Source: an optimization exercise on an open RTL-to-GDS flow (aim: small area, a short achievable clock period and few clock cycles per item). Production flows keep margins and buffers that such runs may drop.
Where RTL was checked, it was by simulation tests only, not by an equivalence proof against the original.
For runs 7 and 8, only the layout was checked, not whether the RTL still works.
No activity file was given, so power comes from the tool's default toggle rates.

## flow/run.sh

```bash
#!/bin/bash
# synth_recipe.tcl (not shown) runs the flow's synth.tcl, then flattens the netlist and writes it again
# the make line also repeats each setting of config.mk as NAME=value (left out here)
make -C /OpenROAD-flow-scripts/flow DESIGN_CONFIG=/design/flow/config.mk WORK_HOME=/design/flow/orfs CLKGATE_MAP_FILE= SYNTH_SCRIPT=/design/flow/synth_recipe.tcl finish
```

## flow/config.mk

```make
export PLATFORM = sky130hd
export DESIGN_NAME = sorted_insert_list
export DESIGN_NICKNAME = sorted_insert_list
export VERILOG_FILES = /design/flow/design.v
export SDC_FILE = /design/flow/constraint.sdc
export NUM_CORES = 4
export LEC_CHECK = 0
export CAP_MARGIN = 20
export CORE_MARGIN = 2
export CORE_UTILIZATION = 60
export SETUP_SLACK_MARGIN = 3.0
export SLEW_MARGIN = 20
```

## flow/constraint.sdc

```tcl
create_clock -name core_clock -period 5.5 [get_ports {clk}]
set_input_delay 1.1000 -clock core_clock [delete_from_list [all_inputs] [get_ports {clk}]]
set_output_delay 1.1000 -clock core_clock [all_outputs]
set_load 0.01 [all_outputs]
```

## flow/design.v

```verilog
package sil_pkg;
	localparam int CAPACITY_DEF = 16;
	localparam int VALUE_W      = 32;
	localparam int POS_W        = 4;
endpackage
module sil_ctrl (
	input  logic        clk,
	input  logic        arst_n,
	input  logic        start,
	input  logic        lt_d,       
	output logic        pk_en,      
	output logic        xfer,       
	output logic        sel_k,      
	output logic        dload,      
	output logic [16:1] msel,       
	output logic        busy,
	output logic        strobe,
	output logic [3:0]  position,
	output logic        last,
	output logic        rejected
);
	logic [4:0]  n_q;        
	logic [3:0]  ph_q;       
	logic [3:0]  rem_q;      
	logic        z_q;        
	logic        act_q;      
	logic        grow_q;     
	logic        placed_q;   
	logic        selk_q;     
	logic        pv_q;       
	logic        npv_q;      
	logic        xfer_q;     
	logic        dload_q;    
	logic [16:1] msel_q;     
	logic        strobe_q;
	logic [3:0]  pos_q;
	logic        last_q;
	logic        rej_q;
	logic z;
	logic take;
	logic dtake;
	logic ptake;
	logic nstart;
	logic inc;
	logic n0, n1, n15, n16;
	assign z      = z_q;
	assign n0     = (n_q == 5'd0);
	assign n1     = (n_q == 5'd1);
	assign n15    = (n_q == 5'd15);
	assign n16    = n_q[4];
	assign take   = start && npv_q;
	assign dtake  = take && dload_q;
	assign ptake  = take && !dload_q;
	assign nstart = xfer_q || dtake;
	assign inc    = act_q && grow_q && z;
	logic [4:0] n_d;
	logic [3:0] rem_d;
	logic       z_d;
	logic       act_d;
	logic       grow_d;
	logic       placed_d;
	logic       pv_d;
	logic       dload_d;
	logic       inc2;
	assign n_d = n_q + {4'd0, inc};
	always_comb begin
		if (!z) begin
			rem_d = rem_q - 4'd1;
			z_d   = (rem_q == 4'd1);
		end else if (nstart) begin
			rem_d = (n16 || (n15 && inc)) ? 4'd15 : 4'(n_d);
			z_d   = dload_q;
		end else begin
			rem_d = (n0 || inc) ? n_q[3:0] : n_q[3:0] - 4'd1;
			z_d   = n0 || (n1 && !inc);
		end
	end
	assign act_d    = nstart || (act_q && !z);
	assign grow_d   = nstart ? !(n16 || (n15 && inc)) : grow_q;
	assign placed_d = !z && (placed_q || selk_q);
	assign pv_d     = (!npv_q && !xfer_q) || ptake;
	assign dload_d  = n0 && !inc && !act_d;
	assign inc2     = (act_q && grow_q && !z && (rem_q == 4'd2)) ||
	                  (xfer_q && ((n1 && !inc) || (n0 && inc)));
	always_ff @(posedge clk or negedge arst_n) begin
		if (!arst_n) begin
			n_q      <= '0;
			rem_q    <= '0;
			z_q      <= 1'b1;
			act_q    <= 1'b0;
			selk_q   <= 1'b0;
			pv_q     <= 1'b0;
			npv_q    <= 1'b1;
			xfer_q   <= 1'b0;
			dload_q  <= 1'b1;
			msel_q   <= 16'd1;
			strobe_q <= 1'b0;
		end else begin
			n_q      <= n_d;
			rem_q    <= rem_d;
			z_q      <= z_d;
			act_q    <= act_d;
			selk_q   <= act_d && grow_d && (z_d || placed_d || lt_d);
			pv_q     <= pv_d;
			npv_q    <= !pv_d;
			xfer_q   <= z_d && pv_d;
			dload_q  <= dload_d;
			if (dload_d)   msel_q <= 16'd1;
			else if (inc2) msel_q <= {msel_q[15:1], 1'b0};
			strobe_q <= act_q;
		end
	end
	always_ff @(posedge clk) begin
		ph_q     <= z ? 4'd0 : ph_q + 4'd1;
		grow_q   <= grow_d;
		placed_q <= placed_d;
		pos_q    <= ph_q;
		last_q   <= z;
		rej_q    <= !grow_q;
	end
	assign pk_en    = npv_q;
	assign xfer     = xfer_q;
	assign sel_k    = selk_q;
	assign dload    = dload_q;
	assign msel     = msel_q;
	assign busy     = pv_q;
	assign strobe   = strobe_q;
	assign position = pos_q;
	assign last     = last_q;
	assign rejected = rej_q;
endmodule
module sil_datapath #(
	parameter int CAPACITY = sil_pkg::CAPACITY_DEF
) (
	input  logic                               clk,
	input  logic                               pk_en,
	input  logic                               xfer,
	input  logic                               sel_k,
	input  logic                               dload,
	input  logic [16:1]                        msel,
	input  logic signed [sil_pkg::VALUE_W-1:0] value,
	output logic                               lt_d,
	output logic signed [sil_pkg::VALUE_W-1:0] element
);
	localparam int W = sil_pkg::VALUE_W;
	function automatic logic less(input logic [W-1:0] a, input logic [W-1:0] b);
		logic [W-1:0] l, g;
		for (int i = 0; i < W; i++) begin
			if (i == W - 1) begin
				l[i] = a[i] & ~b[i];
				g[i] = ~a[i] & b[i];
			end else begin
				l[i] = ~a[i] & b[i];
				g[i] = a[i] & ~b[i];
			end
		end
		for (int s = 1; s < W; s = s * 2) begin
			for (int i = 0; i + s < W; i = i + 2 * s) begin
				l[i] = l[i+s] | (~g[i+s] & l[i]);
				g[i] = g[i+s] | (~l[i+s] & g[i]);
			end
		end
		less = l[0];
	endfunction
	logic signed [W-1:0] cells_q [CAPACITY];
	logic signed [W-1:0] k_q;      
	logic signed [W-1:0] pk_q;     
	logic signed [W-1:0] head_q;   
	logic signed [W-1:0] hn_q;     
	logic signed [W-1:0] out;
	logic signed [W-1:0] hn_d;
	assign out = sel_k ? k_q : head_q;
	always_comb begin
		hn_d = '0;
		if (msel[1]) begin
			hn_d = dload ? value : hn_q;
		end else begin
			if (msel[2]) hn_d = out;
			for (int p = 2; p < CAPACITY; p++) begin
				if (msel[18-p]) hn_d = hn_d | cells_q[p];
			end
		end
	end
	assign lt_d = less(xfer ? pk_q : k_q, hn_q);
	always_ff @(posedge clk) begin
		for (int i = 0; i < CAPACITY - 1; i++) cells_q[i] <= cells_q[i+1];
		cells_q[CAPACITY-1] <= out;
		if (dload)      k_q <= value;
		else if (xfer)  k_q <= pk_q;
		else if (sel_k) k_q <= head_q;
		if (pk_en) pk_q <= value;
		head_q <= hn_q;
		hn_q   <= hn_d;
	end
	assign element = cells_q[CAPACITY-1];
endmodule
module sorted_insert_list #(
	parameter int CAPACITY = sil_pkg::CAPACITY_DEF
) (
	input  logic                              clk,
	input  logic                              arst_n,
	input  logic                              start,
	input  logic signed [sil_pkg::VALUE_W-1:0] value,
	output logic                              busy,
	output logic                              strobe,
	output logic signed [sil_pkg::VALUE_W-1:0] element,
	output logic [sil_pkg::POS_W-1:0]         position,
	output logic                              last,
	output logic                              rejected
);
	logic       lt_d;
	logic       pk_en;
	logic       xfer;
	logic       sel_k;
	logic       dload;
	logic [16:1] msel;
	sil_ctrl u_ctrl (
		.clk      (clk),
		.arst_n   (arst_n),
		.start    (start),
		.lt_d     (lt_d),
		.pk_en    (pk_en),
		.xfer     (xfer),
		.sel_k    (sel_k),
		.dload    (dload),
		.msel     (msel),
		.busy     (busy),
		.strobe   (strobe),
		.position (position),
		.last     (last),
		.rejected (rejected)
	);
	sil_datapath #(
		.CAPACITY (CAPACITY)
	) u_datapath (
		.clk     (clk),
		.pk_en   (pk_en),
		.xfer    (xfer),
		.sel_k   (sel_k),
		.dload   (dload),
		.msel    (msel),
		.value   (value),
		.lt_d    (lt_d),
		.element (element)
	);
endmodule
```

==> flow_summary_export.csv, run 1 <==
group,metric,value,unit
pwr,switching_share,0.306,
worst_setup_path,crit_chain,"buf_12 -> mux2i_2 -> a22oi_1 -> nor2_1 -> maj3_2 -> maj3_2 -> o32ai_2 -> a21oi_1",
final_layout,synthToLayoutAreaGrowth,16.3,%
synth,ys_ff_latch,621,
worst_setup_path,worstSetupPathType,"reg2reg",
worst_setup_path,cpPeakStageDelay,550,ps
placement,dpl_cell_area,20100,sq um
final_layout,diodes,0,
worst_setup_path,cpMaxStageDelayCell,"dfrtp_4",
global_route,antenna_found_initial,0,
routing,vias,12000,
synth,synthCells,1436,
sta,post-route-period-util,0.446,
routing,drt-met1-wl,21.4,mm
pwr,clkPwrFrac,0.261,
final_layout,fin_area,22200,sq um
routing,postRouteAntennaNets,0,
routing,vias_per_cell,6.15,
cts,htree_levels,2,
routing,dr.max_layer_used,"met5",
synth,yosys_most_used_dff,"dfxtp_1",
pwr,power_density,697,nW/um^2
routing,dr.pass1.iters,5,
final_layout,multi_input_area,5140,sq um
routing,wl_met2,22.0,mm
cts,cts.sinks,621,
global_route,grt_pass1_wl,72.3,mm
pwr,p_seq_frac,0.550,
die,num_rows,65,
placement,place_ws,1640,ps
worst_setup_path,arrival,2920,ps
global_route,grt_max_degree,46,
worst_setup_path,crit_path_start_kind,"flop",
job,drv_cap,0,
synth,synth_top_area_frac,0.516,
sta,min_period,2450,ps
sta,relSlewSlack,0.234,
die,dieArea,33300,sq um
synth,synth.area.top_cells,"dfxtp_1 (52%), edfxtp_1 (15%), a22oi_1 (6.5%)",
pwr,power_leakage,8.43,nW
routing,met3_length,3.08,mm
min_path,hold_path.class,"reg2reg",
die,die_w,182,um
final_layout,stdcell_count,1954,
die,die-height,182,um
final_layout,final_nets,1548,
worst_setup_path,crit_family,"compound AO/OA/AOI/OAI gates",
die,core,31500,sq um
run_status,status,"complete, no violations",
global_route,first_global_vias,12200,
die,io_pins,75,
synth,ys_warn_count,3,
placement,place_congestion,0.798,
synth,ys_seq_area_frac,0.710,
min_path,worstHoldPathCells,0,
final_layout,drive_gt1_frac,0.116,
pwr,power,15.5,mW
cts,cts-root-buf,"clkbuf_16",
worst_setup_path,crit_top_cell,"maj3_2",
worst_setup_path,endpoint_kind,"flop",
worst_setup_path,path_depth,8,
worst_setup_path,cp_data_required_time,5970,ps
pwr,p_int,10.7,mW
global_route,overflow,0,
sta,drv_slew,0,
cts,cts_tree,"built",
sta,tns,0,ps
cts,clk_latency,610,ps
cts,hold_buffers,0,
placement,port_buffers,74,
synth,ys_types,57,
worst_setup_path,r2r_cells,8,
routing,wirelength,47.6,mm
sta,maxClockFrequency,0.408,GHz
sta,rsz0062_at_grt,"true",
die,start_util,0.607,
routing,drt_iter0_drc,1096,
sta,whs,334,ps
synth,synth_edf_count,96,
pwr,ir_drop,0.446,mV
routing,routedWlPerCell,24.4,um
cts,cts_buffers,57,
synth,synth.avg_cell_area,13.3,sq um
placement,dp_cells,1840,
sta,timing.final.ws_setup,3050,ps
sta,final-hold-violation-count,0,
sta,worstMarginPinSlew,1150,ps
pwr,p_sw,4.74,mW
routing,drc,0,
worst_setup_path,cp_num_buf_inv,1,
synth,synth_nets,1481,
synth,synth_top_area_cell,"dfxtp_1",
cts,clockBufferDepth,3,
synth,synth.cell_area,19100,sq um
final_layout,fillers,2256,
sta,setup_violations,0,
final_layout,final_util,0.705,
final_layout,seq_area,13600,sq um
placement,hpwl,26.7,mm
worst_setup_path,rrSetupSlack,3050,ps
pwr,p_comb_frac,0.188,
global_route,grt_usage,0.290,
cts,path_clk_slew,70,ps
worst_setup_path,critPathMaxFanout,11,
synth,async_flop_share,0.0531,
sta,skew,17.6,ps
[Yosys cell counts, types with 2 or more instances]
library cell	count
nor3_1	4
nand2_1	83
nor2_1	40
maj3_1	2
maj3_2	3
o221ai_1	5
dfrtp_1	29
buf_6	4
a21oi_1	46
mux2_2	34
xor2_1	4
nand3_1	8
dfstp_2	4
o211ai_1	5
clkbuf_1	80
a311oi_1	3
a221oi_1	2
o21ai_0	42
mux2i_1	77
o22a_1	33
and2_1	2
a211oi_1	3
a31oi_1	4
a22oi_1	165
o22ai_1	7
edfxtp_1	96
inv_1	18
buf_2	5
dfxtp_1	492
a222oi_1	32
nand4_1	64
ha_1	10
xnor2_1	6
[worst reg2reg max path, cell delays in order (launching register included)]
cell	delay, ps
dfrtp_4	550
buf_12	190
mux2i_2	190
a22oi_1	190
nor2_1	70
maj3_2	310
maj3_2	340
o32ai_2	360
a21oi_1	110
[registers in the layout (all words and copies together), names as in the netlist]
register	flops
u_ctrl.act_q	1
u_ctrl.dload_q	1
u_ctrl.grow_q	1
u_ctrl.last_q	1
u_ctrl.msel_q	16
u_ctrl.n_q	5
u_ctrl.npv_q	1
u_ctrl.ph_q	4
u_ctrl.placed_q	1
u_ctrl.pos_q	4
u_ctrl.pv_q	1
u_ctrl.rej_q	1
u_ctrl.rem_q	4
u_ctrl.selk_q	1
u_ctrl.strobe_q	1
u_ctrl.xfer_q	1
u_ctrl.z_q	1
u_datapath.cells_q	448
u_datapath.head_q	32
u_datapath.hn_q	32
u_datapath.k_q	32
u_datapath.pk_q	32
[cell type report]
type                            count  share of cell area
Clock buffer                       91              0.0808
Timing Repair Buffer              100              0.0427
Sequential cell                   621               0.612
Tap cell                          402              0.0227
Multi-Input combinational cell    705               0.232
Inverter                           18             0.00304
Clock inverter                     17             0.00755
[placed cells by master, fill, tap and decap left out, types with 11 or more instances in the layout]
cell / synthesis / routed
o21ai_0: 42 / 41
a21oi_1: 46 / 46
mux2i_1: 77 / 75
a22oi_1: 165 / 165
inv_1: 18 / 18
nand4_1: 64 / 64
nor2_1: 40 / 39
clkbuf_1: 80 / 18
clkdlybuf4s50_1: 0 / 34
o22a_1: 33 / 33
a222oi_1: 32 / 32
edfxtp_1: 96 / 96
dfxtp_1: 492 / 487
mux2_2: 34 / 34
dfrtp_1: 29 / 26
clkinv_2: 0 / 11
clkbuf_16: 0 / 64
dlygate4sd2_1: 0 / 40
nand2_1: 83 / 82
buf_4: 1 / 21
[worst paths after layout]
check,startpoint,endpoint
worst max register to register,u_ctrl.xfer_q$_DFF_PN0_,u_ctrl.selk_q$_DFF_PN0_
worst min register to register,u_datapath.cells_q[3][11]$_DFF_P_,u_datapath.cells_q[2][11]$_DFF_P_
min in group asynchronous,arst_n,u_ctrl.rem_q[2]$_DFF_PN0_
worst max-delay path,u_ctrl.xfer_q$_DFF_PN0_,u_ctrl.selk_q$_DFF_PN0_
max in group asynchronous,arst_n,u_ctrl.dload_q$_DFF_PN1_
worst min-delay path,u_datapath.cells_q[3][11]$_DFF_P_,u_datapath.cells_q[2][11]$_DFF_P_
[logic make-up after synthesis]
group / count (synthesis) / share of synthesized area
AO/OA/AOI/OAI: 361 / 0.138
AND/OR/NAND/NOR: 206 / 0.0507
XOR/XNOR: 10 / 0.00459
buffers and inverters: 110 / 0.0246
adder cells (fa/ha/maj): 15 / 0.00937
flip-flops: 621 / 0.710
multiplexers: 113 / 0.0623
[power groups by stage]
stage,registers (mW),clock network [mW],logic (mW)
2_1_floorplan,8.02,0,1.93
3_3_place_gp,8.52,0,2.78
3_5_place_dp,8.56,0,2.80
4_1_cts,8.48,4.09,2.86
5_1_grt,8.76,4.28,3.17
6_report,8.51,4.04,2.91
[per-layer routing]
| metal | vias to the layer above | GRT usage |
|---|---|---|
| met4 | 2 | 0.101 |
| met3 | 75 | 0.0499 |
| met2 | 410 | 0.461 |
| li1 | 5516 | - |
| met5 | - | 0.00889 |
| met1 | 6009 | 0.405 |
[repair_timing]
action | in CTS | in global routing
setup endpoints to repair | 126 | 50
pin swaps | 0 | 1
setup buffers | 3 | 3
gates resized for setup | 56 | 10
Testbench counts, summed over its fixed seeds: cycles 24,799, items 2,755.
==> run 2: changes to the inputs <==
--- a/flow/config.mk
+++ b/flow/config.mk
@@ -8,5 +8,7 @@
 export CAP_MARGIN = 20
 export CORE_MARGIN = 2
 export CORE_UTILIZATION = 60
-export SETUP_SLACK_MARGIN = 3.0
+export CTS_CLUSTER_DIAMETER = 100
+export CTS_CLUSTER_SIZE = 30
+export SETUP_SLACK_MARGIN = 3.4
 export SLEW_MARGIN = 20
==> run 2 against run 1 <==
Via count is essentially flat. Wire length grew 1.5%. Critical path type unchanged. Clock skew grew 2.5 ps. Clock-buffer cell count shrank 48. Flip-flop and latch count is the same. Sequential share of layout area grew 1.8 points. Sequential power grew 1%. Area after synthesis is the same. Register-to-register slack gained 150 ps. Highest routed layer is now met4. Largest cell class unchanged.
==> flow_summary_export.csv, run 2 <==
group,metric,value,unit
synth,ys_types,57,
synth,synth_top_area_cell,"dfxtp_1",
cts,path_clk_slew,120,ps
pwr,power_leakage,8.09,nW
routing,routedWlPerCell,25.0,um
final_layout,diodes,0,
synth,synth.area.top_cells,"dfxtp_1 (52%), edfxtp_1 (15%), a22oi_1 (6.5%)",
routing,dr.pass1.iters,5,
sta,skew,20.1,ps
placement,place_ws,2150,ps
sta,worstMarginPinSlew,835,ps
placement,hpwl,27.7,mm
sta,drv_slew,0,
min_path,hold_path.class,"reg2reg",
sta,whs,346,ps
placement,place_congestion,0.835,
synth,yosys_most_used_dff,"dfxtp_1",
sta,rsz0062_at_grt,"true",
worst_setup_path,crit_top_cell,"maj3_2",
synth,synth.cell_area,19100,sq um
worst_setup_path,cp_num_buf_inv,1,
synth,synth_nets,1481,
global_route,grt_max_degree,49,
final_layout,fillers,2287,
die,die-height,182,um
synth,synth_compound_area_frac,0.138,
cts,cts_buffers,24,
final_layout,largest_register_ffs,448,
synth,ys_warn_count,3,
global_route,grt_usage,0.286,
die,dieArea,33300,sq um
worst_setup_path,critPathMaxFanout,6,
job,drv_cap,0,
synth,synth_simple_gate_area_frac,0.0507,
worst_setup_path,arrival,2780,ps
cts,cts.sinks,621,
cts,cts-root-buf,"clkbuf_16",
synth,synth_top_family_by_area,"compound AO/OA/AOI/OAI gates",
global_route,first_global_vias,12000,
routing,drt_iter0_drc,1291,
synth,yosysMostFrequentCell,"dfxtp_1",
worst_setup_path,cpMaxStageDelayCell,"dfrtp_4",
final_layout,largest-register,"u_datapath.cells_q",
synth,synth_xor_area_frac,0.00459,
final_layout,final_nets,1557,
sta,relSlewSlack,0.443,
pwr,ir_drop,0.374,mV
run_status,status,"complete, no violations",
routing,drc,0,
cts,hold_buffers,0,
synth,ys_ff_latch,621,
synth,synth.area.mux_share,0.0623,
global_route,grt_pass1_wl,72.7,mm
sta,maxClockFrequency,0.434,GHz
routing,wirelength,48.3,mm
cts,htree_levels,1,
worst_setup_path,crit_path_start_kind,"flop",
routing,vias_per_cell,6.22,
synth,synthTopCellsByCount,"dfxtp_1 (492), a22oi_1 (165), edfxtp_1 (96)",
die,io_pins,75,
synth,synth_top_area_frac,0.516,
worst_setup_path,worstSetupPathType,"reg2reg",
synth,ys_seq_area_frac,0.710,
final_layout,fin_area,21700,sq um
sta,setup_violations,0,
sta,post-route-period-util,0.419,
die,core,31500,sq um
worst_setup_path,crit_family,"adder cells",
placement,dpl_cell_area,20100,sq um
worst_setup_path,endpoint_kind,"flop",
synth,synthCells,1436,
global_route,antenna_found_initial,0,
routing,postRouteAntennaNets,0,
routing,vias,12000,
worst_setup_path,cp_data_required_time,5970,ps
sta,min_period,2300,ps
worst_setup_path,crit_chain,"buf_8 -> mux2i_4 -> a22oi_1 -> nor2_1 -> maj3_2 -> maj3_2 -> o32ai_4 -> a21oi_2",
cts,cts_tree,"built",
cts,clockBufferDepth,3,
final_layout,layout_commonest_cell,"dfxtp_1",
worst_setup_path,cpPeakStageDelay,590,ps
global_route,overflow,0,
die,die_w,182,um
synth,synth_adder_area_share,0.00937,
sta,final-hold-violation-count,0,
sta,tns,0,ps
synth,async_flop_share,0.0531,
die,num_rows,65,
placement,port_buffers,74,
pwr,power,14.3,mW
pwr,power_density,661,nW/um^2
final_layout,final_cell_mix,"dfxtp_1 (459), a22oi_1 (165), edfxtp_1 (96), nand2_1 (82), mux2i_1 (69)",
sta,timing.final.ws_setup,3200,ps
die,start_util,0.607,
final_layout,synthToLayoutAreaGrowth,13.5,%
final_layout,drive_gt1_frac,0.162,
cts,clk_latency,580,ps
synth,synth.avg_cell_area,13.3,sq um
synth,synth_edf_count,96,
[run 2: changes by cell type in the layout (fill, tap and decap cells not counted), sizes merged]
cell	previous run	this run
dlymetal6s2s	0	1
buf	26	104
clkinvlp	1	0
or3	1	2
clkdlybuf4s50	34	33
dlygate4sd2	40	0
inv	20	19
clkinv	11	0
clkbuf	91	46
bufinv	3	0
[run 2: worst reg2reg max path, stage by stage, from the launching register on]
cell and delay [ps]:
dfrtp_4 590, buf_8 190, mux2i_4 200, a22oi_1 170, nor2_1 70, maj3_2 300, maj3_2 330, o32ai_4 270
a21oi_2 80
[run 2: path summary, 6_finish.rpt]
check	start	slack, ps	cells past startpoint	endpoint
worst max-delay path	u_ctrl.xfer_q$_DFF_PN0_	3200	8	u_ctrl.selk_q$_DFF_PN0_
worst min-delay path	u_datapath.cells_q[3][10]$_DFF_P_	350	0	u_datapath.cells_q[2][10]$_DFF_P_
worst max register to register	u_ctrl.xfer_q$_DFF_PN0_	3200	8	u_ctrl.selk_q$_DFF_PN0_
worst min register to register	u_datapath.cells_q[3][10]$_DFF_P_	350	0	u_datapath.cells_q[2][10]$_DFF_P_
max in group asynchronous	arst_n	4240	2	u_ctrl.msel_q[15]$_DFFE_PN0P_
min in group asynchronous	arst_n	910	2	u_ctrl.n_q[0]$_DFF_PN0_
[run 2: cell type report]
class / count / area, sq um / share of cell area
clock buffer: 43 / 693 / 0.0320
timing repair buffer: 141 / 1440 / 0.0662
clock inverter: 1 / 11.3 / 0.000520
inverter: 18 / 67.6 / 0.00312
tap: 402 / 503 / 0.0232
multi-input combinational: 706 / 5310 / 0.245
sequential: 621 / 13600 / 0.630
[run 2: kinds of logic (layout without fill, tap and decap cells)]
kind of cell / Yosys count / after routing
adder cells (fa/ha/maj): 15 / 15
AND/OR/NAND/NOR: 206 / 207
buffers and inverters: 110 / 203
XOR/XNOR: 10 / 10
flip-flops: 621 / 621
multiplexers: 113 / 113
AO/OA/AOI/OAI: 361 / 361
[run 2: metal layers]
layer	part of all wire	wire length (um)	up-vias	global-route usage
li1	-	-	5498	-
met1	0.46	22200	6067	0.424
met2	0.46	22400	391	0.458
met3	0.056	2710	66	0.0309
met4	0.021	1040	0	0.0645
met5	0	0	-	0
[run 2: power by group]
| part | total (mW) | internal [mW] | switching [mW] | leakage [nW] |
|---|---|---|---|---|
| Combinational | 3.51 | 1.69 | 1.82 | 2.26 |
| Clock | 2.21 | 0.875 | 1.34 | 0.335 |
| Sequential | 8.60 | 7.11 | 1.50 | 5.49 |
[run 2: repair_timing]
item                                    4_1_cts  5_1_grt
buffers inserted                             31       14
cloned                                        1        3
gates resized for setup                     253       43
endpoints found under the setup margin      171      113
pin swaps                                     4       15
[run 2: metrics by stage]
stage | utilization | std cells
after floorplan | - | 1436
after global placement | 0.639 | 1839
after detailed placement | 0.639 | 1839
after CTS | 0.676 | 1915
after global routing | 0.688 | 1932
final | 0.688 | 1932
==> run 3: changes to the inputs <==
--- a/flow/config.mk
+++ b/flow/config.mk
@@ -9,6 +9,6 @@
 export CORE_MARGIN = 2
 export CORE_UTILIZATION = 60
 export CTS_CLUSTER_DIAMETER = 100
-export CTS_CLUSTER_SIZE = 30
-export SETUP_SLACK_MARGIN = 3.4
+export CTS_CLUSTER_SIZE = 25
+export SETUP_SLACK_MARGIN = 3.2
 export SLEW_MARGIN = 20
==> run 3 against run 2 <==
Final cell count fell by 0.83%. Still clean. First-iteration DRC count fell by 10%. Maximum frequency fell by 1.7%. Die area did not move. Global-route usage fell by 0.13 points. Flip-flop and latch count did not move. Largest power group unchanged. Clock-buffer cell count rose by 5. Area after synthesis did not move. Final area fell by 1.2%. Utilization fell by 0.83 points. Critical path type unchanged. Clock skew rose by 5.0 ps. Critical path depth rose by 2.
==> flow_summary_export.csv, run 3 <==
group,metric,value,unit
global_route,grt_usage,0.285,
min_path,hold_path.class,"reg2reg",
routing,vias,11900,
final_layout,drive_gt1_frac,0.144,
sta,relSlewSlack,0.234,
pwr,ir_drop,0.413,mV
sta,final-hold-violation-count,0,
run_status,status,"complete, no violations",
die,die_w,182,um
cts,path_clk_slew,100,ps
cts,clk_latency,600,ps
placement,hpwl,26.7,mm
routing,wirelength,47.4,mm
synth,synth.area.top_cells,"dfxtp_1 (52%), edfxtp_1 (15%), a22oi_1 (6.5%)",
job,drv_cap,0,
final_layout,largest-register,"u_datapath.cells_q",
worst_setup_path,cp_data_required_time,5970,ps
placement,port_buffers,74,
final_layout,final_nets,1539,
synth,synth_nets,1481,
sta,rsz0062_at_grt,"true",
sta,skew,25.2,ps
global_route,grt.busiest_layer,"met2",
synth,synth_top_area_frac,0.516,
final_layout,diodes,0,
synth,async_flop_share,0.0531,
final_layout,layout_commonest_cell,"dfxtp_1",
synth,synthCells,1436,
die,die-height,182,um
cts,clockBufferDepth,3,
synth,ys_warn_count,3,
pwr,power,14.1,mW
routing,routedWlPerCell,24.7,um
die,num_rows,65,
die,dieArea,33300,sq um
synth,ys_seq_area_frac,0.710,
cts,cts_tree,"built",
final_layout,largest_register_ffs,448,
sta,maxClockFrequency,0.427,GHz
global_route,grt_max_degree,46,
routing,postRouteAntennaNets,0,
global_route,grt_util_met2,0.464,
cts,cts.sinks,621,
final_layout,synthToLayoutAreaGrowth,12.1,%
sta,drv_slew,0,
worst_setup_path,endpoint_kind,"flop",
synth,synth_top_area_cell,"dfxtp_1",
synth,yosysMostFrequentCell,"dfxtp_1",
die,start_util,0.607,
worst_setup_path,worstSetupPathType,"reg2reg",
global_route,antenna_found_initial,0,
synth,synth.avg_cell_area,13.3,sq um
global_route,overflow,0,
die,io_pins,75,
die,core,31500,sq um
sta,min_period,2340,ps
worst_setup_path,crit_path_start_kind,"flop",
sta,worstMarginPinSlew,1150,ps
synth,synthTopCellsByCount,"dfxtp_1 (492), a22oi_1 (165), edfxtp_1 (96)",
routing,drc,0,
global_route,grt_use_met3,0.0453,
cts,htree_levels,1,
worst_setup_path,arrival,2810,ps
cts,cts-root-buf,"clkbuf_16",
sta,setup_violations,0,
synth,yosys_most_used_dff,"dfxtp_1",
synth,synth_edf_count,96,
global_route,grt_util_met1,0.401,
worst_setup_path,critPathMaxFanout,5,
cts,hold_buffers,0,
global_route,first_global_vias,12000,
synth,ys_types,57,
placement,place_congestion,0.798,
synth,ys_ff_latch,621,
final_layout,stdcell_count,1916,
placement,dp_cells,1840,
routing,dr.pass1.iters,7,
final_layout,final_cell_mix,"dfxtp_1 (460), a22oi_1 (165), edfxtp_1 (96), nand2_1 (82), mux2i_1 (68)",
worst_setup_path,r2r_cells,10,
cts,cts_buffers,28,
pwr,power_leakage,7.96,nW
global_route,grt_pass1_wl,71.6,mm
min_path,worstHoldPathCells,0,
pwr,power_density,661,nW/um^2
routing,drt_iter0_drc,1159,
synth,synth.cell_area,19100,sq um
sta,post-route-period-util,0.426,
sta,tns,0,ps
routing,vias_per_cell,6.20,
[run 3: cell counts after synthesis]
Identical to the previous run, type by type.
[run 3: power breakdown]
group | internal (mW) | total (mW) | switching (mW)
Sequential | 7.10 | 8.51 | 1.41
Combinational | 1.46 | 3.26 | 1.80
Clock | 1.02 | 2.37 | 1.35
Total | 9.58 | 14.1 | 4.56
[run 3: cell type report]
type,instances,area (sq um)
clock buffer,48,776
clock inverter,2,46.3
fill,2323,10100
inverter,18,67.6
multi-input combinational,705,5270
sequential,621,13600
tap,402,503
timing repair buffer,120,1110
[run 3: stage by stage]
stage	utilization	cell area, sq um	setup slack, ps	hold slack, ps
after floorplan	-	19100	3300	330
after global placement	0.638	20100	1730	332
after detailed placement	0.638	20100	1640	336
after CTS	0.678	21300	3200	346
after global routing	0.680	21400	3070	346
final	0.680	21400	3160	342
[run 3: routing by layer]
layer	wire length (um)	share of wire
met1	21400	0.45
met2	21900	0.46
met3	2880	0.061
met4	1170	0.025
met5	0	0
[run 3: final timing paths]
path / start / to / slack (ps)
worst max-delay path: u_ctrl.xfer_q$_DFF_PN0_ / u_ctrl.selk_q$_DFF_PN0_ / 3160
worst min-delay path: u_datapath.cells_q[8][14]$_DFF_P_ / u_datapath.cells_q[7][14]$_DFF_P_ / 340
worst max register to register: u_ctrl.xfer_q$_DFF_PN0_ / u_ctrl.selk_q$_DFF_PN0_ / 3160
worst min register to register: u_datapath.cells_q[8][14]$_DFF_P_ / u_datapath.cells_q[7][14]$_DFF_P_ / 340
max in group asynchronous: arst_n / u_ctrl.xfer_q$_DFF_PN0_ / 4230
min in group asynchronous: arst_n / u_ctrl.msel_q[4]$_DFFE_PN0P_ / 920
[run 3: critical path, cell delays in order (launching register included)]
cell	delay, ps
dfrtp_4	510
buf_12	160
buf_8	120
mux2i_4	180
or2_4	230
o2111a_2	180
a311oi_4	360
buf_4	180
a21oi_2	40
o211ai_1	220
a21oi_2	40
[run 3: cell families after synthesis]
logic type | synth area share
buffers and inverters | 0.0246
AO/OA/AOI/OAI | 0.138
AND/OR/NAND/NOR | 0.0507
multiplexers | 0.0623
flip-flops | 0.710
adder cells (fa/ha/maj) | 0.00937
XOR/XNOR | 0.00459
[run 3: timing repair]
item / 4_1_cts / 5_1_grt
resized for setup: 175 / 45
cloned: 1 / 1
endpoints found under the setup margin: 130 / 76
pin swaps: 7 / 11
setup buffers: 18 / 6
==> run 4: changes to the inputs <==
--- a/flow/design.v
+++ b/flow/design.v
@@ -172,10 +172,10 @@
 	assign out = sel_k ? k_q : head_q;
 	always_comb begin
 		hn_d = '0;
-		if (msel[1]) begin
-			hn_d = dload ? value : hn_q;
+		if (msel[1] && dload) begin
+			hn_d = value;
 		end else begin
-			if (msel[2]) hn_d = out;
+			if (msel[1] || msel[2]) hn_d = out;
 			for (int p = 2; p < CAPACITY; p++) begin
 				if (msel[18-p]) hn_d = hn_d | cells_q[p];
 			end
--- a/flow/config.mk
+++ b/flow/config.mk
@@ -7,8 +7,8 @@
 export LEC_CHECK = 0
 export CAP_MARGIN = 20
 export CORE_MARGIN = 2
-export CORE_UTILIZATION = 60
+export CORE_UTILIZATION = 72
 export CTS_CLUSTER_DIAMETER = 100
 export CTS_CLUSTER_SIZE = 25
-export SETUP_SLACK_MARGIN = 3.2
+export SETUP_SLACK_MARGIN = 3.3
 export SLEW_MARGIN = 20
==> run 4 against run 3 <==
Die area shrank 16%. Highest routed layer unchanged. Via count grew 6.6%. Register-to-register slack hardly changed. Clock-buffer cell count fell by 5. Still clean on timing, DRC and antenna. Utilization up 13 points. Sequential share of layout area decreased by 0.76 points.
==> flow_summary_export.csv, run 4 <==
group,metric,value,unit
global_route,grt_usage,0.327,
worst_setup_path,crit_family,"compound AO/OA/AOI/OAI gates",
synth,yosys_most_used_dff,"dfxtp_1",
worst_setup_path,cpPeakStageDelay,580,ps
routing,drt-met1-wl,19.6,mm
cts,cts-root-buf,"clkbuf_16",
routing,drc,0,
synth,synth_edf_count,64,
worst_setup_path,cpMaxStageDelayCell,"dfrtp_4",
worst_setup_path,critPathMaxFanout,7,
routing,routedWlPerCell,24.3,um
final_layout,drive_gt1_frac,0.145,
placement,port_buffers,74,
synth,synth.cell_area,19100,sq um
global_route,grt_max_degree,69,
worst_setup_path,crit_chain,"buf_12 -> mux2i_4 -> o211ai_1 -> nand2_1 -> maj3_2 -> a221o_1 -> a21oi_2 -> nor4_2",
routing,dr.max_layer_used,"met4",
die,dieArea,27800,sq um
final_layout,fin_area,21200,sq um
pwr,power_leakage,8.19,nW
cts,path_clk_slew,100,ps
final_layout,final_cell_mix,"dfxtp_1 (492), nor2_1 (105), a22oi_1 (98), nand2_1 (83), mux2i_1 (72)",
worst_setup_path,cp_num_buf_inv,1,
final_layout,synthToLayoutAreaGrowth,10.9,%
synth,synth.avg_cell_area,12.6,sq um
final_layout,layout_commonest_cell,"dfxtp_1",
synth,synth_nets,1563,
worst_setup_path,timing.rr.start,"u_ctrl.xfer_q$_DFF_PN0_",
placement,dpl_cell_area,20000,sq um
synth,ys_ff_latch,621,
die,start_util,0.733,
final_layout,fillers,1498,
sta,post-route-period-util,0.428,
worst_setup_path,endpoint_kind,"flop",
sta,drv_slew,0,
die,io_pins,75,
routing,wirelength,46.9,mm
worst_setup_path,cp-startpoint,"u_ctrl.xfer_q$_DFF_PN0_",
die,die-height,167,um
global_route,first_global_vias,12600,
routing,vias,12700,
sta,maxClockFrequency,0.425,GHz
cts,cts.sinks,621,
worst_setup_path,crit_path_start_kind,"flop",
final_layout,diodes,0,
routing,postRouteAntennaNets,0,
global_route,antenna_found_initial,0,
job,drv_cap,0,
cts,cts_tree,"built",
sta,setup_violations,0,
placement,place_congestion,0.840,
worst_setup_path,arrival,2820,ps
routing,drt_iter0_drc,1777,
final_layout,largest_register_ffs,448,
sta,rsz0062_at_grt,"true",
final_layout,largest-register,"u_datapath.cells_q",
pwr,power_density,668,nW/um^2
synth,ys_warn_count,3,
sta,min_period,2350,ps
routing,met3_length,4.10,mm
routing,dr.pass1.iters,6,
min_path,hp-start,"u_datapath.cells_q[6][21]$_DFF_P_",
die,core,26100,sq um
sta,worstMarginPinSlew,632,ps
synth,yosysMostFrequentCell,"dfxtp_1",
synth,ys_seq_area_frac,0.694,
routing,wl_met2,22.1,mm
sta,final-hold-violation-count,0,
run_status,status,"complete, no violations",
cts,htree_levels,1,
sta,relSlewSlack,0.579,
synth,synth_top_area_cell,"dfxtp_1",
synth,synthCells,1518,
worst_setup_path,cp_data_required_time,5960,ps
final_layout,final_nets,1629,
worst_setup_path,worstSetupPathType,"reg2reg",
die,die_w,167,um
global_route,grt_pass1_wl,71.1,mm
cts,cts_buffers,28,
synth,ys_types,62,
cts,clockBufferDepth,3,
synth,synthTopCellsByCount,"dfxtp_1 (524), nor2_1 (106), a22oi_1 (99)",
min_path,hold_path.class,"reg2reg",
placement,hpwl,27.8,mm
synth,async_flop_share,0.0531,
sta,tns,0,ps
sta,skew,20.4,ps
synth,synth_top_area_frac,0.550,
routing,vias_per_cell,6.55,
cts,clk_latency,590,ps
synth,synth.area.top_cells,"dfxtp_1 (55%), edfxtp_1 (10%), mux2i_1 (4.0%)",
cts,hold_buffers,0,
die,num_rows,59,
pwr,ir_drop,0.563,mV
global_route,overflow,0,
## run 4: cell types whose count changed after synthesis, sizes merged, moves of 4 or more
cell / delta
a22oi: -66
nor2: +66
nand3: +35
a22o: +32
dfxtp: +32
edfxtp: -32
nand4: -32
a221oi: +31
o22a: -30
o21ai: +28
a211oi: +6
or2: +4
## run 4: area by class of cell
cell class,count,area (sq um),share of cell area
Inverter,15,56.3,0.00266
Clock inverter,1,30.0,0.00142
Timing Repair Buffer,130,1100,0.0519
Clock buffer,43,778,0.0368
Sequential cell,621,13300,0.629
Tap cell,335,419,0.0198
Multi-Input combinational cell,788,5470,0.258
## run 4: what timing repair did
item	CTS	global route
hold endpoints to repair	0	0
gates resized for setup	214	34
pin swaps	1	14
endpoints found under the setup margin	127	42
buffers inserted	25	9
## run 4: cells by family (layout without fill, tap and decap cells)
group,Yosys count,count (layout),share of synthesized area
mux,110,110,0.0606
flops,621,621,0.694
xor+xnor,10,10,0.00459
fa+ha+maj,14,14,0.00872
compound gates,363,363,0.139
simple gates,291,291,0.0682
buf+inv,109,189,0.0248
## run 4: path summary, 6_finish.rpt
kind,to,slack [ps],depth (start not counted)
setup reg to reg,u_ctrl.selk_q$_DFF_PN0_,3150,8
hold reg to reg,u_datapath.cells_q[5][21]$_DFF_P_,350,0
min in group asynchronous,u_ctrl.rem_q[0]$_DFF_PN0_,900,2
hold / removal,u_datapath.cells_q[5][21]$_DFF_P_,350,0
max in group asynchronous,u_ctrl.dload_q$_DFF_PN1_,4260,2
setup / recovery,u_ctrl.selk_q$_DFF_PN0_,3150,8
## run 4: per-stage QoR
stage	power (mW)	utilization	hold slack, ps	setup slack (ps)	std cells
6_report	14.2	0.813	352	3150	1933
5_1_grt	14.8	0.813	353	3060	1933
4_1_cts	13.8	0.804	348	3080	1924
3_5_place_dp	11.4	0.768	336	2210	1855
3_3_place_gp	11.3	0.768	333	2290	1855
2_1_floorplan	10.0	-	330	3340	1518
## run 4: routing by layer
metal  up-vias  global-route usage
li1       5650                   -
met1      6282               0.460
met2       642               0.526
met3        91              0.0537
met4         0               0.105
met5         -                   0
## run 4: report_power, final
part           switching (mW)  leakage, nW  internal, mW
clock network            1.33        0.388          1.03
logic                    1.74         2.35          1.42
registers                1.53         5.45          7.10
Testbench counts of run 4, summed over its fixed seeds: cycles 24,799, items 2,755.
==> run 5: changes to the inputs <==
--- a/flow/config.mk
+++ b/flow/config.mk
@@ -7,7 +7,7 @@
 export LEC_CHECK = 0
 export CAP_MARGIN = 20
 export CORE_MARGIN = 2
-export CORE_UTILIZATION = 72
+export CORE_UTILIZATION = 60
 export CTS_CLUSTER_DIAMETER = 100
 export CTS_CLUSTER_SIZE = 25
 export SETUP_SLACK_MARGIN = 3.3
==> run 5 against run 4 <==
Via count shrank 3.1%. Synthesized cell count is the same. Utilization shrank 13 points. Final area grew 0.88%. Area after synthesis is the same.
==> flow_summary_export.csv, run 5 <==
group,metric,value,unit
run_status,status,"complete, no violations",
synth,synthCells,1518,
worst_setup_path,crit_path_start_kind,"flop",
synth,synth_compound_area_frac,0.139,
sta,worstMarginPinSlew,921,ps
sta,setup_violations,0,
final_layout,multi_input_area,5430,sq um
job,drv_cap,0,
sta,rsz0062_at_grt,"true",
worst_setup_path,worstSetupPathType,"reg2reg",
cts,hold_buffers,0,
pwr,power_density,662,nW/um^2
synth,synth_top_area_frac,0.550,
final_layout,layout_commonest_cell,"dfxtp_1",
pwr,power_leakage,8.24,nW
worst_setup_path,cp_data_required_time,5990,ps
global_route,overflow,0,
synth,synth_nets,1563,
synth,synth.cell_area,19100,sq um
routing,drc,0,
min_path,hold_path.class,"reg2reg",
global_route,grt.busiest_layer,"met2",
synth,synth_xor_area_frac,0.00459,
cts,cts.sinks,621,
pwr,p_comb_frac,0.232,
worst_setup_path,critPathMaxFanout,6,
routing,postRouteAntennaNets,0,
die,die_w,182,um
final_layout,final_nets,1635,
worst_setup_path,endpoint_kind,"flop",
synth,synth.area.mux_share,0.0606,
pwr,ir_drop,0.490,mV
sta,final-hold-violation-count,0,
routing,vias,12300,
final_layout,drive_gt1_frac,0.148,
global_route,antenna_found_initial,0,
final_layout,final_cell_mix,"dfxtp_1 (490), nor2_1 (104), a22oi_1 (98), nand2_1 (83), mux2i_1 (75)",
min_path,worstHoldPathCells,0,
final_layout,synthToLayoutAreaGrowth,11.9,%
pwr,p_sw,4.54,mW
synth,ys_types,62,
final_layout,diodes,0,
sta,drv_slew,0,
worst_setup_path,arrival,2730,ps
cts,path_clk_slew,110,ps
final_layout,seq_area,13300,sq um
final_layout,largest-register,"u_datapath.cells_q",
sta,post-route-period-util,0.407,
cts,cts-root-buf,"clkbuf_16",
final_layout,largest_register_ffs,448,
synth,yosysMostFrequentCell,"dfxtp_1",
global_route,first_global_vias,12400,
global_route,grt_max_degree,69,
die,die-height,182,um
synth,synth_top_area_cell,"dfxtp_1",
placement,place_congestion,0.815,
routing,vias_per_cell,6.13,
synth,synthTopCellsByCount,"dfxtp_1 (524), nor2_1 (106), a22oi_1 (99)",
die,dieArea,33300,sq um
routing,drt_iter0_drc,1167,
global_route,grt_util_met1,0.408,
global_route,grt_use_met3,0.0323,
worst_setup_path,r2r_cells,8,
routing,wirelength,47.7,mm
sta,maxClockFrequency,0.446,GHz
global_route,grt_util_met2,0.465,
placement,port_buffers,74,
synth,ys_warn_count,3,
cts,cts_tree,"built",
sta,relSlewSlack,0.386,
routing,routedWlPerCell,23.8,um
cts,clockBufferDepth,3,
final_layout,fillers,2396,
pwr,clkPwrFrac,0.166,
synth,synth.avg_cell_area,12.6,sq um
sta,tns,0,ps
pwr,p_seq_frac,0.602,
synth,synth_top_family_by_area,"compound AO/OA/AOI/OAI gates",
synth,synth.area.top_cells,"dfxtp_1 (55%), edfxtp_1 (10%), mux2i_1 (4.0%)",
sta,skew,14.7,ps
die,io_pins,75,
synth,yosys_most_used_dff,"dfxtp_1",
synth,ys_ff_latch,621,
pwr,power,14.1,mW
synth,synth_simple_gate_area_frac,0.0682,
die,start_util,0.606,
synth,async_flop_share,0.0531,
synth,synth_adder_area_share,0.00872,
die,core,31500,sq um
global_route,grt_pass1_wl,72.4,mm
pwr,switching_share,0.321,
die,num_rows,65,
cts,clk_latency,600,ps
routing,dr.pass1.iters,6,
global_route,grt_usage,0.285,
pwr,p_int,9.59,mW
synth,ys_seq_area_frac,0.694,
synth,synth_edf_count,64,
placement,hpwl,27.9,mm
cts,cts_buffers,28,
final_layout,final_util,0.679,
sta,min_period,2240,ps
cts,htree_levels,1,
==> run 5: cell families after synthesis <==
group	count (synthesis)
compound gates	363
xor+xnor	10
fa+ha+maj	14
buf+inv	109
flops	621
mux	110
simple gates	291
==> run 5: path summary, 6_finish.rpt <==
path,startpoint,to,slack (ps)
min,u_datapath.cells_q[9][27]$_DFF_P_,u_datapath.cells_q[8][27]$_DFF_P_,340
max reg2reg,u_ctrl.xfer_q$_DFF_PN0_,u_ctrl.selk_q$_DFF_PN0_,3260
max,u_ctrl.xfer_q$_DFF_PN0_,u_ctrl.selk_q$_DFF_PN0_,3260
min reg2reg,u_datapath.cells_q[9][27]$_DFF_P_,u_datapath.cells_q[8][27]$_DFF_P_,340
max in group asynchronous,arst_n,u_ctrl.dload_q$_DFF_PN1_,4260
min in group asynchronous,arst_n,u_ctrl.rem_q[1]$_DFF_PN0_,900
==> run 5: metal layers <==
layer	vias to the layer above	wire length [um]
met5	-	0
met3	66	3090
li1	5694	-
met2	441	22100
met1	6068	21300
met4	0	1190
==> run 5: what timing repair did <==
item / CTS / global route
endpoints found under the setup margin: 102 / 31
buffers inserted: 32 / 8
pin swaps: 5 / 8
gates resized for setup: 231 / 26
cloned: 0 / 1
==> run 5: stage by stage <==
step                      area, sq um  worst slack [ps]  hold WS [ps]  std cells
after global placement          20100              2210           333       1921
after CTS                       21200              3220           348       1994
after global routing            21400              3160           357       2003
final                           21400              3260           344       2003
after detailed placement        20100              2150           337       1921
after floorplan                 19100              3340           330       1518
==> run 5: area by class of cell <==
type / instances / share of cell area
Clock buffer: 39 / 0.0347
Clock inverter: 2 / 0.00217
Inverter: 15 / 0.00264
Multi-Input combinational cell: 788 / 0.254
Sequential cell: 621 / 0.624
Tap cell: 402 / 0.0235
Timing Repair Buffer: 136 / 0.0586
==> run 5: power groups by stage <==
stage	clock network, mW	registers [mW]	logic [mW]
after global routing	2.53	8.75	3.59
final	2.34	8.51	3.28
after CTS	2.37	8.48	3.11
after global placement	0	8.55	2.81
after detailed placement	0	8.59	2.85
after floorplan	0	8.06	1.96
==> run 5: worst max-delay path, cell delays in order, from the launching register on <==
cell	delay (ps)
dfrtp_4	560
buf_8	170
mux2i_2	160
or2_4	230
o2111a_1	150
a311oi_2	340
o2111ai_2	220
a211oi_2	260
nor4_2	50
==> run 6: changes to the inputs <==
--- a/flow/config.mk
+++ b/flow/config.mk
@@ -8,7 +8,7 @@
 export CAP_MARGIN = 20
 export CORE_MARGIN = 2
 export CORE_UTILIZATION = 60
-export CTS_CLUSTER_DIAMETER = 100
-export CTS_CLUSTER_SIZE = 25
+export CTS_CLUSTER_DIAMETER = 60
+export CTS_CLUSTER_SIZE = 40
 export SETUP_SLACK_MARGIN = 3.3
 export SLEW_MARGIN = 20
==> run 6 against run 5 <==
Still clean. Clock-buffer cell count grew 2. Sequential power is essentially flat. Clock skew grew 11 ps. Critical path type unchanged. Critical endpoint unchanged. Highest routed layer is now met5.
==> flow_summary_export.csv, run 6 <==
group,metric,value,unit
synth,synth_top_area_cell,"dfxtp_1",
worst_setup_path,crit_path_start_kind,"flop",
final_layout,largest_register_ffs,448,
pwr,power_leakage,8.47,nW
synth,ys_warn_count,3,
placement,dp_cells,1921,
cts,clk_latency,550,ps
die,die_w,182,um
cts,cts.sinks,621,
cts,path_clk_slew,100,ps
die,io_pins,75,
die,core,31500,sq um
synth,synthTopCellsByCount,"dfxtp_1 (524), nor2_1 (106), a22oi_1 (99)",
synth,synth.avg_cell_area,12.6,sq um
synth,synthCells,1518,
worst_setup_path,cp_data_required_time,5910,ps
pwr,power_density,679,nW/um^2
sta,worstMarginPinSlew,909,ps
global_route,grt_usage,0.287,
worst_setup_path,arrival,2670,ps
sta,rsz0062_at_grt,"true",
routing,dr.pass1.iters,6,
worst_setup_path,endpoint_kind,"flop",
sta,setup_violations,0,
final_layout,largest-register,"u_datapath.cells_q",
die,die-height,182,um
global_route,grt_max_degree,69,
worst_setup_path,critPathMaxFanout,6,
run_status,status,"complete, no violations",
synth,ys_types,62,
final_layout,final_nets,1647,
sta,skew,26.1,ps
sta,drv_slew,0,
sta,timing.final.ws_setup,3230,ps
routing,vias,12400,
synth,synth.cell_area,19100,sq um
routing,drt_iter0_drc,1103,
final_layout,drive_gt1_frac,0.175,
synth,ys_seq_area_frac,0.694,
global_route,grt_pass1_wl,72.6,mm
worst_setup_path,timing.rr.start,"u_ctrl.xfer_q$_DFF_PN0_",
final_layout,stdcell_count,2030,
final_layout,diodes,0,
die,num_rows,65,
synth,ys_ff_latch,621,
min_path,hold_end,"u_datapath.cells_q[6][14]$_DFF_P_",
sta,final-hold-violation-count,0,
placement,port_buffers,74,
placement,place_ws,2150,ps
routing,postRouteAntennaNets,0,
die,start_util,0.606,
pwr,ir_drop,0.368,mV
job,drv_cap,0,
final_layout,final_cell_mix,"dfxtp_1 (491), nor2_1 (103), a22oi_1 (97), nand2_1 (83), o21ai_0 (70)",
routing,routedWlPerCell,23.6,um
cts,cts_buffers,37,
sta,relSlewSlack,0.394,
synth,synth_nets,1563,
min_path,hold_path.class,"reg2reg",
min_path,worstHoldPathCells,0,
cts,cts-root-buf,"clkbuf_16",
synth,yosysMostFrequentCell,"dfxtp_1",
sta,min_period,2270,ps
routing,drc,0,
die,dieArea,33300,sq um
final_layout,layout_commonest_cell,"dfxtp_1",
cts,htree_levels,2,
worst_setup_path,rrSetupSlack,3230,ps
global_route,first_global_vias,12400,
placement,place_congestion,0.815,
global_route,antenna_found_initial,0,
final_layout,synthToLayoutAreaGrowth,14.4,%
synth,synth.area.top_cells,"dfxtp_1 (55%), edfxtp_1 (10%), mux2i_1 (4.0%)",
routing,wirelength,47.8,mm
cts,clockBufferDepth,3,
sta,post-route-period-util,0.412,
global_route,overflow,0,
cts,cts_tree,"built",
synth,yosys_most_used_dff,"dfxtp_1",
worst_setup_path,worstSetupPathType,"reg2reg",
min_path,hp-start,"u_datapath.cells_q[7][14]$_DFF_P_",
worst_setup_path,r2r_cells,9,
sta,maxClockFrequency,0.441,GHz
synth,synth_edf_count,64,
synth,synth_top_area_frac,0.550,
worst_setup_path,r2r_end,"u_ctrl.selk_q$_DFF_PN0_",
synth,async_flop_share,0.0531,
routing,vias_per_cell,6.12,
placement,hpwl,27.9,mm
sta,tns,0,ps
## run 6: routing by layer
| layer | track usage | part of all wire | vias to the layer above |
|---|---|---|---|
| met3 | 0.0343 | 0.060 | 71 |
| met2 | 0.465 | 0.47 | 426 |
| met4 | 0.0823 | 0.026 | 2 |
| met5 | 0 | 0.00063 | - |
| met1 | 0.410 | 0.45 | 6168 |
| li1 | - | - | 5749 |
## run 6: through the flow
stage	utilization	hold WS [ps]	cell area [sq um]	total power, mW
after floorplan	-	330	19100	10.0
after global placement	0.638	333	20100	11.4
after detailed placement	0.638	337	20100	11.4
after CTS	0.688	346	21600	14.6
after global routing	0.694	341	21800	15.6
final	0.694	344	21800	14.8
## run 6: cell type report
type / instances / area (sq um)
clock buffers: 41 / 992
clock inverters: 24 / 287
fillers: 2308 / 9630
inverters: 15 / 56.3
multi-input cells: 788 / 5500
flip-flops and latches: 621 / 13300
well taps: 402 / 503
repair buffers: 139 / 1180
## run 6: worst max path at each step
stage                                 start                             to  slack, ps  cells after the start
finish              u_ctrl.xfer_q$_DFF_PN0_        u_ctrl.selk_q$_DFF_PN0_       3230                      9
global route        u_ctrl.xfer_q$_DFF_PN0_        u_ctrl.selk_q$_DFF_PN0_       3150                     10
CTS                 u_ctrl.xfer_q$_DFF_PN0_        u_ctrl.selk_q$_DFF_PN0_       3240                      8
detailed placement                    start  u_ctrl.msel_q[10]$_DFFE_PN0P_       2150                      6
global placement                      start   u_ctrl.msel_q[8]$_DFFE_PN0P_       2210                      6
floorplan                             start        u_ctrl.selk_q$_DFF_PN0_       3340                      6
## run 6: power breakdown
part           switching (mW)  internal, mW
Combinational            1.80          1.48
Clock                    1.59          1.44
Sequential               1.42          7.10
Total                    4.81          10.0
## run 6: kinds of logic after synthesis
group / share of synthesized area
DFF: 0.694
AOI/OAI and AO/OA: 0.139
and+or+nand+nor: 0.0682
muxes: 0.0606
buffers and inverters: 0.0248
adders and majority gates: 0.00872
xor gates and xnor gates: 0.00459
## run 6: critical path, cell delays in order (launching register included)
cell and delay, ps:
dfrtp_4 510, buf_12 160, buf_12 140, mux2i_2 180, o22a_1 250, a21boi_1 150, nor4_2 310, o221ai_2 150
a211oi_2 230, nor4_2 70
## run 6: timing repair
action	4_1_cts	5_1_grt
hold buffers	0	0
setup buffers	33	9
gates resized for setup	204	33
pin swaps	7	15
endpoints found under the setup margin	102	12
gates cloned	1	1
==> run 7: changes to the inputs <==
--- a/flow/design.v
+++ b/flow/design.v
@@ -85,30 +85,29 @@
 	always_ff @(posedge clk or negedge arst_n) begin
 		if (!arst_n) begin
 			n_q      <= '0;
-			rem_q    <= '0;
 			z_q      <= 1'b1;
 			act_q    <= 1'b0;
-			selk_q   <= 1'b0;
 			pv_q     <= 1'b0;
 			npv_q    <= 1'b1;
 			xfer_q   <= 1'b0;
 			dload_q  <= 1'b1;
-			msel_q   <= 16'd1;
 			strobe_q <= 1'b0;
 		end else begin
 			n_q      <= n_d;
-			rem_q    <= rem_d;
 			z_q      <= z_d;
 			act_q    <= act_d;
-			selk_q   <= act_d && grow_d && (z_d || placed_d || lt_d);
 			pv_q     <= pv_d;
 			npv_q    <= !pv_d;
 			xfer_q   <= z_d && pv_d;
 			dload_q  <= dload_d;
-			if (dload_d)   msel_q <= 16'd1;
-			else if (inc2) msel_q <= {msel_q[15:1], 1'b0};
 			strobe_q <= act_q;
 		end
+	end
+	always_ff @(posedge clk) begin
+		rem_q    <= rem_d;
+		selk_q   <= act_d && grow_d && (z_d || placed_d || lt_d);
+		if (dload_d)   msel_q <= 16'd1;
+		else if (inc2) msel_q <= {msel_q[15:1], 1'b0};
 	end
 	always_ff @(posedge clk) begin
 		ph_q     <= z ? 4'd0 : ph_q + 4'd1;
--- a/flow/config.mk
+++ b/flow/config.mk
@@ -8,7 +8,7 @@
 export CAP_MARGIN = 20
 export CORE_MARGIN = 2
 export CORE_UTILIZATION = 60
-export CTS_CLUSTER_DIAMETER = 60
-export CTS_CLUSTER_SIZE = 40
+export CTS_CLUSTER_DIAMETER = 100
+export CTS_CLUSTER_SIZE = 25
 export SETUP_SLACK_MARGIN = 3.3
 export SLEW_MARGIN = 20
==> run 7 against run 6 <==
Still clean on timing, DRC and antenna. Combinational power grew 14%. Sequential power is 0.5% higher. Flip-flop and latch count unchanged. First-iteration DRC count grew 4.6%. Final cell count is 0.99% lower. Clock skew shrank 13 ps. Clock power down 24%. Highest routed layer is now met4.
==> flow_summary_export.csv, run 7 <==
group,metric,value,unit
final_layout,final_nets,1645,
job,drv_cap,0,
global_route,grt_usage,0.278,
die,die-height,182,um
routing,wirelength,46.9,mm
synth,synth_top_area_cell,"dfxtp_1",
routing,drc,0,
final_layout,fin_area,21300,sq um
cts,htree_levels,1,
cts,path_clk_slew,100,ps
worst_setup_path,crit_chain,"buf_12 -> mux2_2 -> o2bb2ai_1 -> or3_1 -> a211oi_2 -> nor2_1 -> nor4_2 -> o22ai_1",
routing,dr.pass1.iters,5,
placement,dpl_cell_area,20000,sq um
die,dieArea,33000,sq um
pwr,power,14.6,mW
pwr,power_density,686,nW/um^2
die,num_rows,65,
cts,hold_buffers,0,
sta,maxClockFrequency,0.415,GHz
sta,worstMarginPinSlew,952,ps
sta,timing.final.ws_setup,3090,ps
placement,place_congestion,0.814,
die,core,31300,sq um
global_route,antenna_found_initial,0,
pwr,ir_drop,0.493,mV
synth,synth_edf_count,64,
worst_setup_path,endpoint_kind,"flop",
die,start_util,0.605,
synth,ys_ff_latch,621,
sta,skew,13.5,ps
final_layout,synthToLayoutAreaGrowth,12.4,%
worst_setup_path,cpPeakStageDelay,550,ps
final_layout,largest-register,"u_datapath.cells_q",
placement,hpwl,28.6,mm
cts,cts_buffers,28,
sta,post-route-period-util,0.438,
worst_setup_path,cp_data_required_time,5980,ps
routing,routedWlPerCell,23.3,um
die,io_pins,75,
synth,synth.avg_cell_area,12.4,sq um
worst_setup_path,worstSetupPathType,"reg2reg",
sta,final-hold-violation-count,0,
die,die_w,182,um
synth,synthCells,1523,
cts,cts-root-buf,"clkbuf_16",
pwr,power_leakage,8.19,nW
cts,clockBufferDepth,3,
worst_setup_path,critPathMaxFanout,27,
sta,min_period,2410,ps
synth,ys_warn_count,3,
global_route,grt_pass1_wl,70.6,mm
synth,yosys_most_used_dff,"dfxtp_1",
final_layout,layout_commonest_cell,"dfxtp_1",
synth,synth_top_area_frac,0.576,
synth,synthTopCellsByCount,"dfxtp_1 (545), nor2_1 (105), a22oi_1 (100)",
routing,vias_per_cell,6.17,
run_status,status,"complete, no violations",
sta,setup_violations,0,
synth,synth_nets,1568,
final_layout,final_cell_mix,"dfxtp_1 (511), nor2_1 (104), a22oi_1 (100), nand2_1 (82), o21ai_0 (76)",
synth,ys_types,54,
routing,postRouteAntennaNets,0,
min_path,hold_path.class,"reg2reg",
min_path,hp-start,"u_datapath.cells_q[14][26]$_DFF_P_",
global_route,grt_max_degree,68,
cts,clk_latency,590,ps
routing,drt_iter0_drc,1154,
final_layout,drive_gt1_frac,0.143,
sta,drv_slew,0,
global_route,overflow,0,
synth,async_flop_share,0.0193,
synth,synth.area.top_cells,"dfxtp_1 (58%), edfxtp_1 (10%), a22oi_1 (4.0%)",
synth,synth.cell_area,18900,sq um
worst_setup_path,cpMaxStageDelayCell,"dfrtp_4",
sta,tns,0,ps
routing,vias,12400,
global_route,first_global_vias,12100,
cts,cts.sinks,621,
sta,relSlewSlack,0.364,
placement,port_buffers,74,
final_layout,diodes,0,
cts,cts_tree,"built",
placement,place_ws,2340,ps
synth,yosysMostFrequentCell,"dfxtp_1",
synth,ys_seq_area_frac,0.694,
worst_setup_path,crit_path_start_kind,"flop",
worst_setup_path,cp-startpoint,"u_ctrl.xfer_q$_DFF_PN0_",
worst_setup_path,timing.rr.start,"u_ctrl.xfer_q$_DFF_PN0_",
sta,rsz0062_at_grt,"true",
final_layout,final_util,0.679,
final_layout,largest_register_ffs,448,
worst_setup_path,arrival,2880,ps
## run 7: cell count changes in the layout (fill, tap and decap cells not counted), moves of 6 or more
| cell | change |
|---|---|
| buf_2 | -17 |
| buf_6 | +24 |
| clkbuf_1 | +8 |
| clkbuf_16 | -10 |
| dfrtp_1 | -15 |
| dfxtp_1 | +20 |
| dfxtp_2 | -9 |
| dfxtp_4 | +10 |
| inv_1 | +6 |
| o21ai_0 | +6 |
## run 7: worst paths after layout
path,end,slack (ps),cells past startpoint
min,u_datapath.cells_q[13][26]$_DFF_P_,350,0
max reg2reg,u_ctrl.selk_q$_DFF_P_,3090,8
max,u_ctrl.selk_q$_DFF_P_,3090,8
min in group asynchronous,u_ctrl.n_q[1]$_DFF_PN0_,870,1
max in group asynchronous,u_ctrl.xfer_q$_DFF_PN0_,4210,1
min reg2reg,u_datapath.cells_q[13][26]$_DFF_P_,350,0
## run 7: through the flow
stage          hold WS (ps)  instances
6_report                351       2010
3_3_place_gp            333       1926
4_1_cts                 354       1999
2_1_floorplan           330       1523
3_5_place_dp            336       1926
5_1_grt                 357       2010
## run 7: worst max-delay path: cells and delay by family, from the launching register on
kind                   cells  cell delay (ps)
and+or+nand+nor            3              790
muxes                      1              280
AOI/OAI and AO/OA          3              460
buffers and inverters      1              200
DFF                        1              550
## run 7: kinds of logic after synthesis
family	after synthesis	share of synthesized area
mux	111	0.0611
buf+inv	114	0.0258
xor+xnor	10	0.00463
flops	621	0.694
compound gates	367	0.139
fa+ha+maj	12	0.00767
simple gates	288	0.0675
## run 7: metal layers
metal | GRT usage | wire (um)
met2 | 0.453 | 21600
met5 | 0 | 0
met4 | 0.0641 | 850
met1 | 0.403 | 21200
met3 | 0.0319 | 3190
## run 7: layout make-up
class / count / area (sq um)
clock buffer: 37 / 756
clock inverter: 1 / 16.3
fill: 2351 / 10000
inverter: 19 / 71.3
multi-input combinational: 788 / 5420
sequential: 621 / 13200
tap: 402 / 503
timing repair buffer: 142 / 1270
## run 7: report_power, final
| part | switching (mW) | total [mW] | internal [mW] |
|---|---|---|---|
| clock | 1.33 | 2.29 | 0.967 |
| sequential | 1.44 | 8.56 | 7.11 |
| combinational | 2.11 | 3.74 | 1.64 |
| total | 4.88 | 14.6 | 9.71 |
## run 7: what timing repair did
item	in CTS	in global routing
gates resized for setup	234	32
endpoints found under the setup margin	113	47
endpoints found under the hold margin	0	0
buffers inserted	35	10
gates cloned	0	1
pin swaps	1	10
==> run 8: changes to the inputs <==
--- a/flow/config.mk
+++ b/flow/config.mk
@@ -10,5 +10,5 @@
 export CORE_UTILIZATION = 60
 export CTS_CLUSTER_DIAMETER = 100
 export CTS_CLUSTER_SIZE = 25
-export SETUP_SLACK_MARGIN = 3.3
+export SETUP_SLACK_MARGIN = 3.5
 export SLEW_MARGIN = 20
==> run 8 against run 7 <==
Register-to-register slack hardly changed. Die area did not move. Synthesized cell count unchanged. Sequential power is essentially flat. Power increased by 2.1%. Global-route usage rose by 0.14 points. Critical path type unchanged. Largest cell class unchanged.
==> flow_summary_export.csv, run 8 <==
group,metric,value,unit
cts,cts_buffers,28,
worst_setup_path,crit_path_start_kind,"flop",
global_route,grt_max_degree,69,
routing,postRouteAntennaNets,0,
global_route,antenna_found_initial,2,
sta,worstMarginPinSlew,919,ps
synth,synth.avg_cell_area,12.4,sq um
job,drv_cap,0,
placement,port_buffers,74,
worst_setup_path,cpPeakStageDelay,550,ps
min_path,worstHoldPathCells,0,
routing,drt_iter0_drc,1215,
synth,synth_simple_gate_area_frac,0.0675,
sta,final-hold-violation-count,0,
synth,ys_ff_latch,621,
final_layout,fillers,2326,
final_layout,stdcell_count,2022,
worst_setup_path,cp-startpoint,"u_ctrl.xfer_q$_DFF_PN0_",
synth,synth_top_area_frac,0.576,
die,io_pins,75,
min_path,hold_path.class,"reg2reg",
cts,path_clk_slew,100,ps
placement,place_ws,2240,ps
worst_setup_path,worstSetupPathType,"reg2reg",
cts,htree_levels,1,
routing,wirelength,47.0,mm
sta,post-route-period-util,0.440,
worst_setup_path,crit_chain,"buf_6 -> buf_6 -> mux2i_2 -> a22oi_1 -> nor2_1 -> maj3_2 -> maj3_2 -> nor4_4 -> o22ai_1",
cts,cts.sinks,621,
synth,synth_nets,1568,
final_layout,drive_gt1_frac,0.164,
sta,relSlewSlack,0.386,
die,num_rows,65,
die,die-height,182,um
final_layout,largest_register_ffs,448,
synth,synth_top_area_cell,"dfxtp_1",
final_layout,seq_area,13200,sq um
final_layout,layout_commonest_cell,"dfxtp_1",
run_status,status,"complete, no violations",
global_route,overflow,0,
sta,maxClockFrequency,0.413,GHz
sta,timing.final.ws_setup,3080,ps
die,die_w,182,um
final_layout,synthToLayoutAreaGrowth,14.2,%
synth,synth_xor_area_frac,0.00463,
final_layout,final_cell_mix,"dfxtp_1 (503), a22oi_1 (100), nor2_1 (96), nand2_1 (82), o21ai_0 (73)",
global_route,grt_usage,0.280,
synth,synthTopCellsByCount,"dfxtp_1 (545), nor2_1 (105), a22oi_1 (100)",
synth,synth_edf_count,64,
## run 8: changes by cell type in the layout (fill, tap and decap cells not counted), moves of 2 or more
cell | before | now
o21ai_2 | 1 | 4
maj3_2 | 0 | 2
buf_6 | 27 | 40
nor2_1 | 104 | 96
mux2i_4 | 1 | 3
dfxtp_2 | 16 | 23
maj3_1 | 2 | 0
buf_16 | 0 | 2
buf_4 | 58 | 61
buf_2 | 18 | 6
dfxtp_1 | 511 | 503
nor2_2 | 0 | 8
o21ai_0 | 76 | 73
clkbuf_16 | 29 | 31
## run 8: worst min-delay path by stage
stage / end / slack [ps]
finish: u_datapath.cells_q[5][0]$_DFF_P_ / 350
global route: u_datapath.cells_q[13][29]$_DFF_P_ / 360
CTS: u_datapath.cells_q[5][0]$_DFF_P_ / 350
detailed placement: u_datapath.cells_q[5][18]$_DFF_P_ / 340
global placement: u_datapath.cells_q[5][18]$_DFF_P_ / 330
floorplan: u_datapath.cells_q[10][16]$_DFF_P_ / 330
## run 8: repair_timing
action                     4_1_cts  5_1_grt
hold endpoints to repair         0        0
hold buffers                     0        0
cloned                           1        2
gates resized for setup        273       38
pin swaps                       10       13
buffers inserted                45       11
setup endpoints to repair      141       80
## run 8: critical path: cells and delay by family, from the launching register on
family / cells / cell delay [ps]
AO/OA/AOI/OAI: 2 / 310
adder cells (fa/ha/maj): 2 / 640
buffers and inverters: 2 / 280
flip-flops: 1 / 550
multiplexers: 1 / 150
AND/OR/NAND/NOR: 2 / 400
## run 8: metal layers
layer	track usage	up-vias	share of wire
met2	0.450	455	0.46
li1	-	5743	-
met3	0.0375	52	0.061
met4	0.0602	0	0.018
met1	0.407	6219	0.46
met5	0	-	0
## run 8: area by class of cell
| class | instances | area share |
|---|---|---|
| sequential | 621 | 0.613 |
| multi-input combinational | 789 | 0.255 |
| timing repair buffer | 152 | 0.0703 |
| clock buffer | 38 | 0.0351 |
| tap | 402 | 0.0233 |
| inverter | 19 | 0.00330 |
| clock inverter | 1 | 0.000752 |
## run 8: cells by family after synthesis
| logic type | count (synthesis) |
|---|---|
| DFF | 621 |
| AOI/OAI and AO/OA | 367 |
| and+or+nand+nor | 288 |
| buffers and inverters | 114 |
| muxes | 111 |
| adders and majority gates | 12 |
| xor gates and xnor gates | 10 |
## run 8: where the power goes
part / switching, mW / internal (mW)
Clock: 1.34 / 0.970
Sequential: 1.45 / 7.11
Combinational: 2.19 / 1.83
Total: 4.98 / 9.91
## run 8: through the flow
| step | total power, mW | util |
|---|---|---|
| finish | 14.9 | 0.690 |
| global route | 15.6 | 0.690 |
| CTS | 14.6 | 0.681 |
| detailed placement | 11.8 | 0.637 |
| global placement | 11.7 | 0.637 |
| floorplan | 10.2 | - |

Setup slack of run 8, layout unchanged: 3.078 ns with ideal ports, 3.078 ns with driving cells assumed (clock clkbuf_16, inputs buf_2), 2.794 ns with port delays also shifted by the 0.639 ns mid clock arrival.
